From an optimization exercise on the open Yosys and OpenROAD flow, aimed at small area, a short achievable clock period and few clock cycles per item; shortcuts taken in it are not production practice. The RTL was checked by simulation tests, not by an equivalence proof against the original design.

### flow/config.mk
export PLATFORM = sky130hd
export DESIGN_NAME = int64_power_overflow_checked
export DESIGN_NICKNAME = int64_power_overflow_checked
export VERILOG_FILES = /design/flow/design.v
export SDC_FILE = /design/flow/constraint.sdc
export NUM_CORES = 4
export LEC_CHECK = 0
export CAP_MARGIN = 20
export CORE_MARGIN = 2
export CORE_UTILIZATION = 40
export SETUP_SLACK_MARGIN = 3
export SLEW_MARGIN = 20
### flow/constraint.sdc
create_clock -name core_clock -period 10.0 [get_ports {clock}]
set_input_delay 2.0000 -clock core_clock [delete_from_list [all_inputs] [get_ports {clock}]]
set_output_delay 2.0000 -clock core_clock [all_outputs]
set_load 0.01 [all_outputs]
### flow/design.v
`default_nettype none
package iopc_pkg;
   localparam int FIELD_W = 64;
   localparam int K = 8;
   localparam logic [1:0] KIND_TRIV = 2'd0;   
   localparam logic [1:0] KIND_OVF  = 2'd1;   
   localparam logic [1:0] KIND_COMP = 2'd2;   
endpackage
`default_nettype wire
`default_nettype none
module iopc_mul #(
   parameter int K = 8    
) (
   input  logic [65:0]  s_in,
   input  logic [65:0]  c_in,
   input  logic [31:0]  a,
   input  logic [K-1:0] chunk,
   output logic [65:0]  s_out,
   output logic [65:0]  c_out
);
   logic [65:0] pp [8];
   logic [65:0] a1, b1, a2, b2, a3, b3, a4, b4, a5, b5, a6, b6, a7, b7;
   always_comb begin
      for (int i = 0; i < 8; i++) pp[i] = chunk[i] ? (66'(a) << i) : 66'd0;
   end
   iopc_csa u_l1a (.x({s_in[65-K:0], {K{1'b0}}}), .y({c_in[65-K:0], {K{1'b0}}}), .z(pp[0]),
                   .s(a1), .c(b1));
   iopc_csa u_l1b (.x(pp[1]), .y(pp[2]), .z(pp[3]), .s(a2), .c(b2));
   iopc_csa u_l1c (.x(pp[4]), .y(pp[5]), .z(pp[6]), .s(a3), .c(b3));
   iopc_csa u_l2a (.x(a1), .y(b1), .z(a2), .s(a4), .c(b4));
   iopc_csa u_l2b (.x(b2), .y(a3), .z(b3), .s(a5), .c(b5));
   iopc_csa u_l3  (.x(a4), .y(b4), .z(a5), .s(a6), .c(b6));
   iopc_csa u_l4  (.x(a6), .y(b6), .z(b5), .s(a7), .c(b7));
   iopc_csa u_l5  (.x(a7), .y(b7), .z(pp[7]), .s(s_out), .c(c_out));
endmodule
module iopc_csa (
   input  logic [65:0] x,
   input  logic [65:0] y,
   input  logic [65:0] z,
   output logic [65:0] s,
   output logic [65:0] c
);
   assign s = x ^ y ^ z;
   assign c = {(x[64:0] & y[64:0]) | (x[64:0] & z[64:0]) | (y[64:0] & z[64:0]), 1'b0};
endmodule
`default_nettype wire
`default_nettype none
module iopc_ctrl (
   input  logic [63:0] b,
   input  logic [63:0] e,
   output logic [1:0]  kind,
   output logic [63:0] r_init,    
   output logic        neg,       
   output logic [5:0]  e_rem,     
   output logic [3:0]  idx        
);
   logic        bneg, eneg, ezero, ebig, e_one, mag_le1, mag_ge32, pc_ovf, comp, bm1;
   logic [63:0] magp;
   logic [31:0] mag32;
   logic [5:0]  e6;
   logic [3:1]  ge_chunk;
   assign bneg  = b[63];
   assign mag32 = bneg ? (32'd0 - b[31:0]) : b[31:0];
   assign magp  = b ^ {64{bneg}};           
   assign eneg  = e[63];
   assign ezero = (e == 64'd0);
   assign ebig  = |e[62:6];
   assign e6    = e[5:0];
   assign e_one = !ebig && (e6 == 6'd1);
   assign bm1   = &b;
   assign mag_le1  = (b[63:1] == 63'd0) || bm1;
   assign mag_ge32 = bneg ? (!(&b[63:32]) || (b[31:0] == 32'd0)) : (|b[63:32]);
   always_comb begin
      pc_ovf = 1'b0;
      for (int p = 2; p < 32; p++) begin
         if ((|(magp >> p)) && (e6 >= 6'((64 + p - 1) / p))) pc_ovf = 1'b1;
      end
   end
   always_comb begin
      for (int j = 1; j < 4; j++) begin
         ge_chunk[j] = bneg ? (((b >> (8 * j)) != ({64{1'b1}} >> (8 * j))) ||
                               ((b << (64 - 8 * j)) == 64'd0))
                            : (|(b >> (8 * j)));
      end
   end
   assign idx = ge_chunk[3] ? 4'b1000 : ge_chunk[2] ? 4'b0100 : ge_chunk[1] ? 4'b0010 : 4'b0001;
   assign comp = !(eneg || ezero || mag_le1 || e_one || ebig || mag_ge32 || pc_ovf);
   always_comb begin
      if (eneg || ezero || mag_le1 || e_one) kind = iopc_pkg::KIND_TRIV;
      else if (!comp)                        kind = iopc_pkg::KIND_OVF;
      else                                   kind = iopc_pkg::KIND_COMP;
   end
   always_comb begin
      if (eneg)                    r_init = 64'd0;
      else if (ezero)              r_init = 64'd1;
      else if (!(mag_le1 || e_one)) r_init = {32'd0, mag32};
      else if (bm1 && !e[0])       r_init = 64'd1;
      else                         r_init = b;
   end
   assign neg = bneg && e[0];
   always_comb begin
      e_rem = 6'b100000;
      for (int i = 1; i < 6; i++) begin
         if (e6[i] && (e6 >> (i + 1)) == 6'd0) e_rem = 6'((e6 << (6 - i)) | (6'd1 << (5 - i)));
      end
   end
endmodule
`default_nettype wire
`default_nettype none
module int64_power_overflow_checked (
   input  logic        clock,
   input  logic        reset,
   input  logic        req_valid,
   output logic        req_stall,
   input  logic [63:0] req_base,
   input  logic [63:0] req_exponent,
   output logic        rsp_valid,
   input  logic        rsp_stall,
   output logic [63:0] rsp_power,
   output logic        rsp_overflow
);
   localparam int K = iopc_pkg::K;
   logic [1:0]  in_kind;
   logic [63:0] in_r;
   logic        in_neg;
   logic [5:0]  in_erem;
   logic [3:0]  in_idx;
   iopc_ctrl u_cls (
      .b      (req_base),
      .e      (req_exponent),
      .kind   (in_kind),
      .r_init (in_r),
      .neg    (in_neg),
      .e_rem  (in_erem),
      .idx    (in_idx)
   );
   logic        i_valid;
   logic [1:0]  i_kind;
   logic [63:0] i_r;
   logic        i_neg;
   logic [5:0]  i_erem;
   logic [3:0]  i_idx;
   logic        c_busy;
   logic [1:0]  c_kind;
   logic [63:0] r_ff;        
   logic [31:0] m_ff;        
   logic        neg_ff;
   logic [5:0]  erem_ff;
   logic        mul_ff;      
   logic        last_ff;     
   logic [7:0]  idx_ff;      
   logic        res_ff;      
   logic        first_ff;    
   logic        ovf_pend;    
   logic [65:0] s_ff, cv_ff;
   logic        rp;          
   logic        rp_ovf, rp_chk;
   logic        neg_sel;     
   logic        o_valid;
   logic [63:0] o_val;
   logic        o_ovf;
   logic        o_free, r_done, step_en, accept, c_fin, c_take, fin_norm, fin_ovf;
   logic [31:0] mul_a;
   logic [K-1:0] chunk;
   logic [65:0] s_new, cv_new, s_acc, cv_acc, add_x, add_y, sum;
   logic        big, ovf_pre, last_nx;
   logic [62:0] r_sfx;       
   logic [7:0]  sum_top;
   assign o_free  = !o_valid || !rsp_stall;
   assign r_done  = rp && o_free;
   assign step_en = !rp || o_free;
   assign accept  = req_valid && !i_valid;
   assign mul_a = mul_ff ? m_ff : r_ff[31:0];
   always_comb begin
      chunk = '0;
      for (int j = 0; j < 8; j++) chunk |= r_ff[K * j +: K] & {K{idx_ff[j]}};
   end
   assign s_acc  = first_ff ? 66'd0 : s_ff;
   assign cv_acc = first_ff ? 66'd0 : cv_ff;
   iopc_mul #(.K(K)) u_mul (
      .s_in  (s_acc),
      .c_in  (cv_acc),
      .a     (mul_a),
      .chunk (chunk),
      .s_out (s_new),
      .c_out (cv_new)
   );
   assign add_x   = s_ff ^ {66{neg_sel}};
   assign add_y   = cv_ff ^ {66{neg_sel}};
   assign sum     = add_x + add_y + {64'd0, neg_sel, 1'b0};
   assign big     = neg_sel ? !(&sum[65:63]) : (|sum[65:63]);
   always_comb begin
      sum_top = 8'd1;
      for (int j = 1; j < 8; j++) begin
         if (|sum[K * j +: K]) sum_top = 8'd1 << j;
      end
   end
   always_comb begin
      r_sfx[62] = r_ff[63];
      for (int t = 61; t >= 0; t--) r_sfx[t] = r_sfx[t + 1] | r_ff[t + 1];
   end
   always_comb begin
      ovf_pre = 1'b0;
      if (mul_ff) begin
         for (int j = 1; j < 32; j++) begin
            if (m_ff[j] && r_sfx[63 - j]) ovf_pre = 1'b1;
         end
      end else begin
         ovf_pre = |r_ff[63:32];
      end
   end
   assign last_nx = (!mul_ff && erem_ff[5]) ? (erem_ff[4:0] == 5'b10000)
                                            : (erem_ff[3:0] == 4'b1000) && !erem_ff[4];
   assign fin_norm = (c_kind == iopc_pkg::KIND_COMP) && !ovf_pend && !res_ff && !ovf_pre &&
                     idx_ff[0] && last_ff;
   assign fin_ovf  = (c_kind == iopc_pkg::KIND_OVF) ||
                     ((c_kind == iopc_pkg::KIND_COMP) && (ovf_pend || (!res_ff && ovf_pre)));
   assign c_fin    = c_busy && step_en &&
                     ((c_kind == iopc_pkg::KIND_TRIV) || fin_ovf || fin_norm);
   assign c_take   = !c_busy || c_fin;
   always_ff @(posedge clock) begin
      if (reset) begin
         i_valid <= 1'b0;
      end else if (accept && !c_take) begin
         i_valid <= 1'b1;
      end else if (c_take) begin
         i_valid <= 1'b0;
      end
      if (accept && !c_take) begin
         i_kind <= in_kind;
         i_r    <= in_r;
         i_neg  <= in_neg;
         i_erem <= in_erem;
         i_idx  <= in_idx;
      end
      if (reset) begin
         c_busy <= 1'b0;
      end else if (c_take) begin
         c_busy <= i_valid || accept;
      end
      if (c_take) begin
         c_kind   <= i_valid ? i_kind : in_kind;
         r_ff     <= i_valid ? i_r : in_r;
         m_ff     <= i_valid ? i_r[31:0] : in_r[31:0];
         neg_ff   <= i_valid ? i_neg : in_neg;
         erem_ff  <= i_valid ? i_erem : in_erem;
         last_ff  <= (i_valid ? i_erem : in_erem) == 6'b010000;
         idx_ff   <= {4'd0, i_valid ? i_idx : in_idx};
         mul_ff   <= 1'b0;
         res_ff   <= 1'b0;
         first_ff <= 1'b1;
         ovf_pend <= 1'b0;
      end else if (c_busy && step_en) begin
         if (res_ff) begin
            r_ff     <= sum[63:0];
            ovf_pend <= big;
            idx_ff   <= sum_top;
            res_ff   <= 1'b0;
            first_ff <= 1'b1;
            last_ff  <= last_nx;
            if (!mul_ff && erem_ff[5]) begin
               mul_ff <= 1'b1;
            end else begin
               mul_ff  <= 1'b0;
               erem_ff <= erem_ff << 1;
            end
         end else begin
            first_ff <= 1'b0;
            if (idx_ff[0]) begin
               res_ff <= 1'b1;
            end else begin
               idx_ff <= idx_ff >> 1;
            end
         end
      end
      if (c_busy && step_en && !res_ff) begin
         if (c_kind == iopc_pkg::KIND_TRIV) begin
            s_ff  <= {{2{r_ff[63]}}, r_ff};
            cv_ff <= '0;
         end else begin
            s_ff  <= s_new;
            cv_ff <= cv_new;
         end
      end
      if (reset) begin
         rp <= 1'b0;
      end else if (c_fin) begin
         rp <= 1'b1;
      end else if (r_done) begin
         rp <= 1'b0;
      end
      if (reset) begin
         neg_sel <= 1'b0;
      end else if (c_fin) begin
         neg_sel <= fin_norm && neg_ff;
      end else if (r_done) begin
         neg_sel <= 1'b0;
      end
      if (c_fin) begin
         rp_ovf <= fin_ovf;
         rp_chk <= fin_norm;
      end
      if (reset) begin
         o_valid <= 1'b0;
      end else if (r_done) begin
         o_valid <= 1'b1;
      end else if (!rsp_stall) begin
         o_valid <= 1'b0;
      end
      if (r_done) begin
         o_val <= sum[63:0];
         o_ovf <= rp_ovf || (rp_chk && big);
      end
   end
   assign req_stall    = i_valid;
   assign rsp_valid    = o_valid;
   assign rsp_power    = o_ovf ? 64'd0 : o_val;
   assign rsp_overflow = o_ovf;
endmodule
`default_nettype wire
### flow/run.sh
#!/bin/bash
# synth_recipe.tcl (not shown) runs the flow's synth.tcl, then flattens the netlist and writes it again
# the make line also repeats each setting of config.mk as NAME=value (left out here)
make -C /OpenROAD-flow-scripts/flow DESIGN_CONFIG=/design/flow/config.mk WORK_HOME=/design/flow/orfs CLKGATE_MAP_FILE= SYNTH_SCRIPT=/design/flow/synth_recipe.tcl finish
==> run notes, run 1 <==
status=no timing/DRC/antenna violations; Syn Nets=4,313; Fill cells=8,477; Synth warnings=5; CTS H-tree depth=2; max-slew violations=0; CTS tree=done; Root Buffer=clkbuf_16; synthesis-to-layout area growth=12.5%; Most used DFF post-synth=edfxtp_1; Area contributors post-synth=edfxtp_1, fa_1, ha_1, nand2_1, nor2_1; CP required=about 10 ns; GRT met1 Usage=38.3%; Worst Setup SP=req_base[47]; cts repair resizes=0; R2R Setup Slk=between 3 and 4 ns; setup TNS=0 ns; final hold violations=0; clock sink total=394; Placer Congestion=0.984; slowest CP cell=nor4_1; Setup crit start kind=input port; crit-path cells=clkdlybuf4s50_1, nand4_1, nor4_1, nand4_1, or3_1, nand2b_1, and3_1, o21ai_0, o41ai_1, mux2_2, mux2_2; CP top delay family=simple AND/OR/NAND/NOR gates; Max-cap violations=0; Post-Syn Area=35,500 µm²; first-pass iteration count of the detailed router=5; WS Path Type=in2reg; Mean Syn Cell Area=between 9 and 10 µm²; postcts setup bufs=0; Final min period=6.49 ns; reg2reg start=neg_sel; CP peak stage delay=0.89 ns; GRT Overall Usage=26.2%; Via-to-Cell Ratio=around 5.7; slew margin rel.=25.8%; final setup violation count=0; layout cells sized above 1=6.88%; final hold slack=0.503 ns; I/O pin count=199; CP endpoint kind=register; first-pass GRT wire length=178,000 µm; DR WL/cell=around 24 µm; Crit Path Max Fanout=34; post-synth top area cell=edfxtp_1; post-synth top area share=32.2%; WP buf/inv=1; clock buffer depth=3; RSZ-0062 raised after global routing=no; TritonCTS buffer count=49; Hold-fix buffers, CTS=0; Routed Antenna Nets=0; sequential area share after synthesis=32.9%; Die Y-Extent=302 µm; cells after synthesis=3,651; Die Wd=302 µm; hold path startpoint=rp_ovf; M3 GR Usage=under 10%; antenna violations before repair=9; period utilization=approximately two thirds; post-route non-filler standard cell count=a little under 5,000; remaining global-route overflow=0; footprint of the multi-input gates=22,100 µm²; worst skew pair latency=about 0.64 ns; HP Class=reg2reg; Worst EP arrival=6.86 ns; pin count of the biggest net entering global routing=106; vias in the first global route=27,400; clock-pin slew on the worst setup and hold paths=0.06 ns; Nets=4,388; I/O Buffers=between 150 and 200; EDFF count, synth=381; Starting Density=40.3%; Slew @ Worst Pin=between 1 and 1.5 ns; number of remaining DRC errors=0; DR iter-0 viols=around 2,800; wirelength, routed=120,000 µm; Final Skew=roughly 0.032 ns; Seq cells post-synth=394; Site Rows=109; Fmax=154 MHz; Die Area=91,200 µm²; Core ar.=88,200 µm²; met2 usage=40.9%; Setup WS pre-CTS=2.93 ns; Vias=28,300; post-synthesis async set-or-reset flop share=0%; setup ws final=about 3.5 ns; Yosys cell types=96; Top Usage Layer GRT=met2; post-DP HPWL=95,200 µm; placed insts=4,840; register area=approximately 12,000 µm²
==> sequential cells by signal (all words and copies together), names as in the netlist, 2 cells and up <==
register,flops
i_r,64
idx_ff,8
erem_ff,6
r_ff,64
m_ff,32
i_kind,2
o_val,64
s_ff,66
i_idx,4
c_kind,2
i_erem,6
cv_ff,61
==> cells in the mapped netlist, drive strengths merged (6+ instances only) <==
cell type and count:
ha 295, nand2b 23, and4 9, or4 10
a31oi 21, and3 12, o21ai 115, nand3 42
buf 62, nor2 339, mux2 99, a21boi 9
nand3b 7, o21a 24, xnor2 43, nand4b 6
mux2i 66, fa 235, inv 245, edfxtp 381
a22oi 38, a211oi 13, o21bai 10, nand4 69
dfxtp 13, o211ai 21, a21o 17, or2 8
nor3 81, nand2 434, xor2 143, o31ai 21
and2 87, a21oi 174, or3 20, a41oi 7
clkbuf 142, nor2b 189, o41ai 11, nor4 43
==> worst register-to-register path: stages, from the launching register on <==
cell and delay, ns:
dfxtp_4 0.84, buf_12 0.50, xor2_1 0.22, ha_1 0.37, ha_1 0.48, nand4_1 0.26, or3_1 0.49, a2111oi_2 0.80
nor3_1 0.20, xnor2_1 0.42, or3_1 0.46, nor4_1 0.46, nand2_1 0.15, o41ai_1 0.39
==> stage by stage <==
stage | cell area, µm² | utilization, %
2_1_floorplan | 35500 | -
3_3_place_gp | 38400 | 43.5
3_5_place_dp | 38400 | 43.5
4_1_cts | 40000 | 45.3
5_1_grt | 40000 | 45.3
6_report | 40000 | 45.3
==> final timing paths <==
path	end	cells after the start
min	o_ovf	1
max	r_ff[2]	11
max reg2reg	idx_ff[2]	13
min reg2reg	o_ovf	1
==> per-layer routing <==
layer	routed length [µm]	part of all wire [%]	vias up
met5	13	0.011	-
met4	3490	2.9	2
met3	8760	7.3	190
met2	53800	45	1180
met1	54200	45	14100
li1	-	-	12800
==> final cells by class <==
cell class / count / share of cell area, %
antenna: 1 / 0.00626
clock buffer: 53 / 3.10
clock inverter: 34 / 0.776
inverter: 246 / 2.31
multi-input combinational: 2807 / 55.3
sequential: 394 / 29.3
tap: 1165 / 3.65
timing repair buffer: 228 / 5.58
==> cell families after synthesis <==
group	share of synthesized area [%]
AO/OA/AOI/OAI	9.63
flip-flops	32.9
adder cells (fa/ha/maj)	23.6
AND/OR/NAND/NOR	19.1
XOR/XNOR	4.63
multiplexers	5.01
buffers and inverters	5.06
==> cells in the final DEF, fill, tap and decap left out, types with 79 or more instances in the layout <==
master           instances
nor2_1                 337
clkdlybuf4s50_1        198
nand2_1                433
o21ai_0                107
mux2_2                  99
ha_1                   295
xor2_1                 143
inv_1                  244
nor2b_1                189
edfxtp_1               381
and2_1                  87
fa_1                   235
nor3_1                  79
a21oi_1                169
Testbench counts, summed over its fixed seeds: cycles 16,478, items 8,000.
==> run 2: changes to the inputs <==
--- a/flow/config.mk
+++ b/flow/config.mk
@@ -8,5 +8,5 @@
 export CAP_MARGIN = 20
 export CORE_MARGIN = 2
 export CORE_UTILIZATION = 40
-export SETUP_SLACK_MARGIN = 3
+export SETUP_SLACK_MARGIN = 5
 export SLEW_MARGIN = 20
==> run 2 against run 1 <==
  * Still clean on timing, DRC and antenna
  * Critical path depth grew 7
  * Area after synthesis is the same
  * Die area is the same
  * Cell count grew 0.99%
  * Hold slack gained 0.016 ns
  * Register-to-register slack gained 1.2 ns
  * Core utilization grew 1.7 points
  * Worst setup slack gained 1.5 ns
  * Clock-buffer cell count grew 3
==> run notes, run 2 <==
post-synth top area share=between 30% and 40%; pin count of the biggest net entering global routing=107; Die Wd=slightly above 300 µm; Slew @ Worst Pin=~1.2 ns; layout cells sized above 1=11.1%; max-slew violations=0; post-DP HPWL=95,400 µm; setup TNS=0 ns; CP endpoint kind=register; final setup violation count=0; hold path startpoint=rp_ovf; synthesis-to-layout area growth=16.7%; Root Buffer=clkbuf_16; sequential area share after synthesis=about a third; count leader, synth=nand2_1; Fill cells=8,343; vias in the first global route=27,700; clock-pin slew on the worst setup and hold paths=roughly 0.060 ns; CTS tree=done; Site Rows=~110; post-synthesis async set-or-reset flop share=0%; Syn Nets=4,313; HP Class=reg2reg; Die Area=91,200 µm²; Worst EP arrival=about 5.5 ns; Post-synth top cells=nand2_1, edfxtp_1, nor2_1, ha_1, inv_1; Synth warnings=5; first-pass GRT wire length=182,000 µm; r2r endpoint=idx_ff[1]; Most used DFF post-synth=edfxtp_1; Fmax=200 MHz; DR iter-0 viols=2,790; Area contributors post-synth=edfxtp_1, fa_1, ha_1, nand2_1, nor2_1; Via-to-Cell Ratio=between 5 and 6; Routed Antenna Nets=0; antenna violations before repair=8; EDFF count, synth=381; Crit Path Max Fanout=15; Placer Congestion=around 0.99; Core ar.=around 88,000 µm²; commonest non-fill, non-tap cells in the layout=nand2_1, edfxtp_1, nor2_1; I/O Buffers=198; Final min period=around 5 ns; Post-Syn Area=35,500 µm²; Seq cells post-synth=394; Starting Density=40.3%; TritonCTS buffer count=47; Yosys cell types=96; Nets=~4,400; commonest non-fill, non-tap cell in the layout=nand2_1; hold path depth=1; post-route non-filler standard cell count=about 5,000; post-synth top area cell=edfxtp_1; Max-cap violations=0; most flop-heavy register=s_ff; slew margin rel.=23.0%; Vias=28,500; cells after synthesis=3,651; DR WL/cell=25.2 µm; reg2reg start=neg_sel; first-pass iteration count of the detailed router=6; CP required=10.44 ns; WS Path Type=reg2reg; crit-path cells=buf_4, buf_12, buf_4, buf_6, ha_1, ha_1, ha_2, nand4bb_1, mux2i_1, and3_2, o211ai_1, nand4_1, a41oi_2, xnor2_2, or4_4, nor3_4, nand4b_4, o41ai_2; GRT Overall Usage=26.9%; final hold violations=0; hold endpoint=o_ovf; CP peak stage delay=roughly 0.55 ns; worst skew pair latency=0.63 ns; Setup WS pre-CTS=2.94 ns; RSZ-0062 raised after global routing=yes; R2R Setup Slk=between 4 and 5 ns; CTS H-tree depth=2; placed insts=4,839; Setup crit start kind=register; max FFs per register=66; remaining global-route overflow=0; I/O pin count=199; wirelength, routed=between 100,000 and 150,000 µm; Mean Syn Cell Area=9.73 µm²; setup ws final=4.99 ns; status=no timing/DRC/antenna violations; slowest CP cell=or4_4; clock sink total=394; number of remaining DRC errors=0; Final Skew=0.0360 ns; period utilization=50.1%; worst r2r path cells=18; clock buffer depth=3; Die Y-Extent=302 µm
run 2: how the worst max path moves through the flow:
stage | from | end | cells after the start
after floorplan | rsp_stall | i_erem[0] | 7
after global placement | req_base[44] | r_ff[2] | 11
after detailed placement | req_base[44] | r_ff[2] | 11
after CTS | r_ff[63] | idx_ff[2] | 13
after global routing | r_ff[39] | idx_ff[0] | 13
final | neg_sel | idx_ff[1] | 18
run 2: timing repair:
action | CTS | global route
hold buffers | 0 | 0
buffers inserted | 18 | 21
pin swaps | 11 | 26
cloned | 3 | 7
endpoints found under the setup margin | 330 | 117
resized for setup | 94 | 125
run 2: layout make-up:
class | instances | area, µm² | area share [%]
inverter | 246 | 923 | 2.23
tap | 1165 | 1460 | 3.51
antenna | 2 | 5.00 | 0.0121
multi-input combinational | 2811 | 23000 | 55.5
timing repair buffer | 272 | 2820 | 6.80
clock inverter | 31 | 314 | 0.757
clock buffer | 56 | 1210 | 2.92
sequential | 394 | 11700 | 28.2
run 2: metal layers:
metal	track usage [%]	wire length, µm	vias up
met4	9.31	4950	2
met3	4.15	11100	245
met5	0	11	-
met1	38.2	53300	14100
met2	41.8	55900	1274
li1	-	-	12900
run 2: stage by stage:
step	utilization, %	hold WS (ns)	area (µm²)
floorplan	-	0.463	35600
global placement	43.5	0.489	38400
detailed placement	43.6	0.485	38400
CTS	46.0	0.502	40600
global route	47.0	0.522	41500
finish	47.0	0.518	41500
run 2: worst max-delay path: cells and delay by family, from the launching register on:
kind            cells  cell delay [ns]
buf+inv             4             0.58
simple gates        6             1.73
mux                 1             0.15
xor+xnor            1             0.14
flops               1             0.38
compound gates      3             1.14
fa+ha+maj           3             0.66
run 2: logic make-up after synthesis:
logic type      after synthesis  share of synthesized area [%]
simple gates               1395                           19.1
compound gates              531                           9.63
flops                       394                           32.9
mux                         165                           5.01
buf+inv                     450                           5.06
xor+xnor                    186                           4.63
fa+ha+maj                   530                           23.6

-- static timing again, ports no longer ideal --
No port has a modelled driver above. Below, the same layouts with a new extraction and two added sets of constraints. Step 1, drivers: a clkbuf_16 drives clock and a buf_2 each remaining input, both assumed. Step 2 times the ports against the registers' clock, not the clock port: input delays grow and output delays shrink by t, the midpoint of the rising clock arrivals with the driver on. Slacks: ideal / step 1 / step 2; pairs: ideal / step 1.
| run | t (ns) | slack for setup (ns) | pins driven straight from the clock port |
|---|---|---|---|
| run 1 | 0.683 | 3.511 / 3.547 / 2.864 | 1 |
| run 2 | 0.682 | 4.989 / 4.989 / 4.452 | 1 |
After both steps every run listed still meets setup and hold. The setup slack of run 1, which loses most, moves by +0.036 ns with the drivers and by -0.647 ns with both steps.
